What follows belongs to an exercise in optimizing a design on an open flow for small area; a production flow would make more cautious choices.
The RTL was checked by simulation tests, not by an equivalence proof against the original design.

--- flow/constraint.sdc ---
create_clock -name core_clock -period 9.0 [get_ports {clk}]
set_input_delay 1.8000 -clock core_clock [delete_from_list [all_inputs] [get_ports {clk}]]
set_output_delay 1.8000 -clock core_clock [all_outputs]
set_load 0.01 [all_outputs]
--- flow/design.v ---
`default_nettype none
package fpu_pkg;
   typedef enum logic [1:0] {
      IDLE = 2'd0,
      CALC = 2'd1,
      RESP = 2'd2
   } state_t;
   localparam int FP_W     = 32;
   localparam int EXP_MSB  = 30;
   localparam int EXP_LSB  = 23;
   localparam int SIGN_BIT = 31;
   localparam int MAX_REQ  = 8;
endpackage
`default_nettype wire
`default_nettype none
import fpu_pkg::*;
module fpu_mult
(
   input  logic [FP_W-1:0] a,
   input  logic [FP_W-1:0] b,
   output logic [FP_W-1:0] p
);
   logic [47:0] w_prod;
   logic [24:0] w_hi;
   logic        w_norm;
   logic [22:0] w_mant;
   logic [7:0]  w_exp;
   always_comb begin
      w_prod = {24'b0, 1'b1, a[22:0]} * {24'b0, 1'b1, b[22:0]};
      w_hi   = 25'(w_prod >> 23);
      w_norm = w_hi[24];
      w_mant = w_norm ? w_hi[23:1] : w_hi[22:0];
      w_exp  = a[EXP_MSB:EXP_LSB] + b[EXP_MSB:EXP_LSB] - 8'd127
               + {7'b0, w_norm};
      p      = {a[SIGN_BIT] ^ b[SIGN_BIT], w_exp, w_mant};
   end
endmodule
`default_nettype wire
`default_nettype none
import fpu_pkg::*;
module fpu_mult_arb
#(
   parameter int NUM_REQ = 4
)(
   input  logic                    clk,
   input  logic                    rst,
   input  logic [NUM_REQ-1:0]      req_valid,
   output logic [NUM_REQ-1:0]      req_ready,
   input  logic [NUM_REQ*FP_W-1:0] req_a,
   input  logic [NUM_REQ*FP_W-1:0] req_b,
   output logic [NUM_REQ-1:0]      rsp_valid,
   input  logic [NUM_REQ-1:0]      rsp_ready,
   output logic [FP_W-1:0]         rsp_data,
   output logic                    busy
);
   localparam int IDX_W = $clog2(NUM_REQ);
   localparam logic [NUM_REQ-1:0] C_ONE = NUM_REQ'(1);
   localparam logic [IDX_W-1:0]   C_LAST = IDX_W'(NUM_REQ - 1);
   fpu_pkg::state_t   r_state;
   logic [IDX_W-1:0]  r_ptr;
   logic [IDX_W-1:0]  r_owner;
   logic [FP_W-1:0]   r_a;
   logic [FP_W-1:0]   r_b;
   logic [FP_W-1:0]   r_res;
   logic              w_found;
   logic [IDX_W-1:0]  w_grant;
   logic [FP_W-1:0]   w_sel_a;
   logic [FP_W-1:0]   w_sel_b;
   logic [FP_W-1:0]   w_mult;
   logic [IDX_W-1:0]  w_ptr_next;
   function automatic logic [IDX_W:0] rr_pick(
      input logic [NUM_REQ-1:0] valid,
      input logic [IDX_W-1:0]   ptr
   );
      logic             found;
      logic [IDX_W-1:0] idx;
      logic [IDX_W-1:0] cand;
      int               j;
      found = 1'b0;
      idx   = '0;
      for (int k = 0; k < NUM_REQ; k++) begin
         j = int'(ptr) + k;
         if (j >= NUM_REQ) j = j - NUM_REQ;
         cand = IDX_W'(j);
         if (!found && valid[cand]) begin
            found = 1'b1;
            idx   = cand;
         end
      end
      rr_pick = {found, idx};
   endfunction
   always_comb begin
      {w_found, w_grant} = rr_pick(req_valid, r_ptr);
   end
   always_comb begin
      w_sel_a = '0;
      w_sel_b = '0;
      for (int i = 0; i < NUM_REQ; i++) begin
         if (IDX_W'(i) == w_grant) begin
            w_sel_a = req_a[i*FP_W +: FP_W];
            w_sel_b = req_b[i*FP_W +: FP_W];
         end
      end
   end
   assign w_ptr_next = (r_owner == C_LAST) ? '0 : r_owner + 1'b1;
   fpu_mult u_fpu_mult (
      .a (r_a),
      .b (r_b),
      .p (w_mult)
   );
   always_ff @(posedge clk or posedge rst) begin
      if (rst) begin
         r_state <= IDLE;
         r_ptr   <= '0;
         r_owner <= '0;
         r_a     <= '0;
         r_b     <= '0;
         r_res   <= '0;
      end else begin
         case (r_state)
            IDLE: begin
               if (w_found) begin
                  r_a     <= w_sel_a;
                  r_b     <= w_sel_b;
                  r_owner <= w_grant;
                  r_state <= CALC;
               end
            end
            CALC: begin
               r_res <= w_mult;
               r_state <= RESP;
            end
            RESP: begin
               if (rsp_ready[r_owner]) begin
                  r_ptr   <= w_ptr_next;
                  r_state <= IDLE;
               end
            end
            default: r_state <= IDLE;
         endcase
      end
   end
   always_comb begin
      req_ready = '0;
      if (!rst && (r_state == IDLE) && w_found)
         req_ready = C_ONE << w_grant;
   end
   assign rsp_valid = (r_state == RESP) ? (C_ONE << r_owner) : '0;
   assign rsp_data  = (r_state == RESP) ? r_res : '0;
   assign busy      = (r_state != IDLE);
endmodule
`default_nettype wire
--- flow/config.mk ---
export PLATFORM = sky130hd
export DESIGN_NAME = fpu_mult_arb
export DESIGN_NICKNAME = fpu_mult_arb
export VERILOG_FILES = /design/flow/design.v
export SDC_FILE = /design/flow/constraint.sdc
export NUM_CORES = 4
export LEC_CHECK = 0
export CAP_MARGIN = 20
export CORE_MARGIN = 2
export CORE_UTILIZATION = 40
export SLEW_MARGIN = 20
--- flow/run.sh ---
#!/bin/bash
# synth_recipe.tcl (not shown) runs the flow's synth.tcl, then flattens the netlist and writes it again
# the make line also repeats each setting of config.mk as NAME=value (left out here)
make -C /OpenROAD-flow-scripts/flow DESIGN_CONFIG=/design/flow/config.mk WORK_HOME=/design/flow/orfs CLKGATE_MAP_FILE= SYNTH_SCRIPT=/design/flow/synth_recipe.tcl finish
==> results.py <==
metrics = {
    "clock_tree": {
        "cts.reportedPaths.clkPinSlew_ns": 0.09,
        "htree_num_levels": 3,
        "clock_tree.root_cell": "clkbuf_16",
        "cts_buffers": 9,
        "cts_num_sinks": 102,
        "max-clock-path-buffers": 2,
        "clock_tree_from_tritoncts": "done",
        "clock_latency_reported_for_the_late_side_of_the_worst_skew_pair_ns": 0.39,
    },
    "hold_path": {
        "timing.hold.worst_endpoint": "r_res[4]",
        "min_path_type": "flop to flop",
        "worst_hold_startpoint": "r_res[4]",
        "min_delay_path_depth": 2,
    },
    "placement": {
        "finalWeightedCongestion": 0.866,
        "io_buffers": 306,
        "detailedPlacementHpwl_um": 65500,
    },
    "sta": {
        "finalWorstPathRequiredPeriod_ns": 8.54,
        "grt_setup_unrepaired": "false",
        "timing.final.crit_share_pct": 94.9,
        "timing.max_slew.rel_slack_pct": 32.1,
        "final_hold_violation_count": 0,
        "setup-tns-final_ns": 0,
        "clock_skew_ns": 0.0170,
        "max_frequency_mhz": 117,
        "slew_viol_final": 0,
        "finalSetupViolations": 0,
        "worst_pin_slew_ns": 1.02,
    },
    "grt": {
        "grt_pass1_wl_um": 119000,
        "first_global_vias": 21100,
        "grt_start_max_net_pins": 100,
        "gr-total-overflow": 0,
        "grt_antenna_before_repair": 3,
        "grt_usage_pct": 24.4,
    },
    "floorplanning": {
        "dieArea_um2": 64400,
        "die_width_um": 254,
        "initial_utilization_pct": 40.4,
        "rows": 91,
        "io_pins": 307,
        "fp.coreArea_um2": 61700,
        "die-height_um": 254,
    },
    "critical_path": {
        "worstPathMaxFanout": 11,
        "timing.critical_path.from_type": "flop",
        "reg2reg_slack_ns": 0.46,
        "cp_data_arrival_time_ns": 8.82,
        "cp_slowest_stage_delay_ns": 0.55,
        "worst-endpoint-required_ns": 9.28,
        "cpMostUsedCell": "fa_1",
        "critical-path-slowest-cell": "fa_1",
        "r2r-end": "r_res[29]",
        "critical_path_class": "flop to flop",
        "reg2reg_from": "r_a[6]",
        "worst_reg_to_reg_path_cell_count": 35,
        "critPathCaptureType": "flop",
    },
    "detailed_routing": {
        "topRoutingLayerUsed": "met5",
        "detailedRoute.firstPassIterationCount": 5,
        "post-route-drc-count": 0,
        "detailroute.wirelength.met3_um": 3600,
        "routed_wire_length_per_instance_um": 18.8,
        "detail_route.vias_per_cell": 4.97,
        "initial_drt_markers": 1248,
        "met2RoutedLength_um": 39600,
        "detail_route.wirelength_um": 77500,
        "routedLengthMet1_um": 31400,
        "postRouteAntennaNets": 0,
        "routed-via-count": 20500,
    },
    "finish": {
        "layout_common_cells": "nand2_1, inv_1, fa_1",
        "post-route-util_pct": 47.8,
        "area_delta_synth_final_pct": 18.3,
        "final_nets": 4218,
        "layout-drive-gt1-share_pct": 4.71,
        "final_common_cell": "nand2_1",
    },
    "synthesis": {
        "mappedNetlistNets": 3971,
        "synthDistinctLibCells": 64,
        "async_reset_ff_share_pct": 100,
        "synth_edf_count": 0,
        "yosysSeqAreaShare_pct": 10.2,
        "synthCells": 3037,
        "synth-seq-cells": 102,
        "synthFlopType": "dfrtp_1",
        "ys_warn_count": 2,
        "mean_area_per_synthesized_cell_um2": 8.21,
        "post_synth_instance_area_um2": 24900,
    },
    "run_status": {
        "run_status": "complete, no violations",
    },
    "flow_run": {
        "maxCapViolations": 0,
    },
}
==> cell families after synthesis <==
kind of cell	after synthesis	share of synthesized area (%)
XOR/XNOR	37	1.36
buffers and inverters	746	11.3
AO/OA/AOI/OAI	312	7.86
AND/OR/NAND/NOR	1169	21.1
multiplexers	3	0.176
flip-flops	102	10.2
adder cells (fa/ha/maj)	668	48.0
==> sequential cells by signal (all words and copies together), names as in the netlist <==
register	count
r_res	32
r_owner	2
r_state	2
r_ptr	2
r_a	32
r_b	32
==> timing repair <==
action                     CTS  global route
gates resized for setup      0            25
hold buffers                 0             0
setup endpoints to repair    0             4
setup buffers                0             2
==> how the worst max path moves through the flow <==
stage | from | endpoint | slack, ns
floorplan | r_a[13] | r_res[30] | 0.88
global placement | r_b[2] | r_res[30] | 0.29
detailed placement | r_b[2] | r_res[30] | 0.21
CTS | r_b[2] | r_res[30] | 0.19
global route | r_b[3] | r_res[29] | 0.04
finish | r_a[6] | r_res[29] | 0.46
==> layout make-up <==
class,count,area [um2]
antenna,1,2.50
sequential,102,2580
inverter,584,2190
fill,6224,32200
timing repair buffer,398,3760
multi-input combinational,2189,19700
clock inverter,5,41.3
tap,837,1050
clock buffer,10,239
==> cells in the mapped netlist (all sizes together), types with 3 or more instances <==
cell type / count / share of area (%)
nand3: 80 / 1.6
a21o: 18 / 0.54
nor2: 69 / 1.0
or3: 3 / 0.075
a21oi: 48 / 1.0
a211oi: 7 / 0.21
dfrtp: 102 / 10
o21ai: 154 / 3.1
or2: 4 / 0.10
ha: 186 / 9.3
nor2b: 8 / 0.20
xor2: 9 / 0.32
a21boi: 4 / 0.12
nor4: 8 / 0.20
and3: 8 / 0.20
o211ai: 26 / 0.84
and2: 252 / 6.3
buf: 5 / 0.12
o31ai: 6 / 0.29
nand2: 712 / 11
a22oi: 4 / 0.12
o21a: 6 / 0.18
nand2b: 5 / 0.13
o21bai: 8 / 0.24
fa: 482 / 39
clkinv: 4 / 0.060
clkbuf: 157 / 2.4
nand4: 5 / 0.13
o221ai: 7 / 0.25
inv: 580 / 8.7
a31oi: 3 / 0.14
nor3: 8 / 0.16
xnor2: 28 / 1.0
==> worst max-delay path, delay by kind of cell, from the launching register on <==
kind | cells | cell delay, ns
and+or+nand+nor | 9 | 1.04
buffers and inverters | 6 | 0.52
adders and majority gates | 10 | 4.41
xor gates and xnor gates | 2 | 0.43
DFF | 1 | 0.52
AOI/OAI and AO/OA | 8 | 1.49
==> stage by stage <==
step	hold slack, ns	cells	instance area [um2]	setup slack [ns]
after floorplan	0.437	3037	24900	0.876
after global placement	0.466	4108	29200	0.288
after detailed placement	0.469	4108	29200	0.209
after CTS	0.489	4123	29500	0.187
after global routing	0.504	4125	29500	0.0366
final	0.482	4126	29500	0.458
==> layer usage <==
metal  track usage (%)  vias to the layer above
met5                 0                        -
met4              8.40                        6
met3              3.15                      128
met2              42.6                      514
met1              31.0                    10200
li1                  -                     9632

==> what the ideal ports hide <==
The flow's constraints put no driver on any port. The routed layout listed below was extracted and timed again, unchanged, in two steps. Step 1 assumes that a clkbuf_16 drives the clock port and a buf_2 every other input. Step 2 moves the port delays by t, midway between the first and last clock arrival at a register: inputs arrive t later, outputs are due t later. That takes back most of the time a late clock gives input paths. Slacks: ideal / step 1 / step 2; pairs: ideal / step 1.
t (ns): 0.421
slack for setup (ns): 0.458 / 0.458 / 0.458
hold slack, ns: 0.482 / 0.482 / 0.482
worst register clock-pin slew, ns: 0.09 / 0.09
cell pins on the clock port's net: 1
After both steps this run still meets setup and hold. For this run, drivers alone change the setup slack by 0.000 ns; drivers and shift together by 0.000 ns.
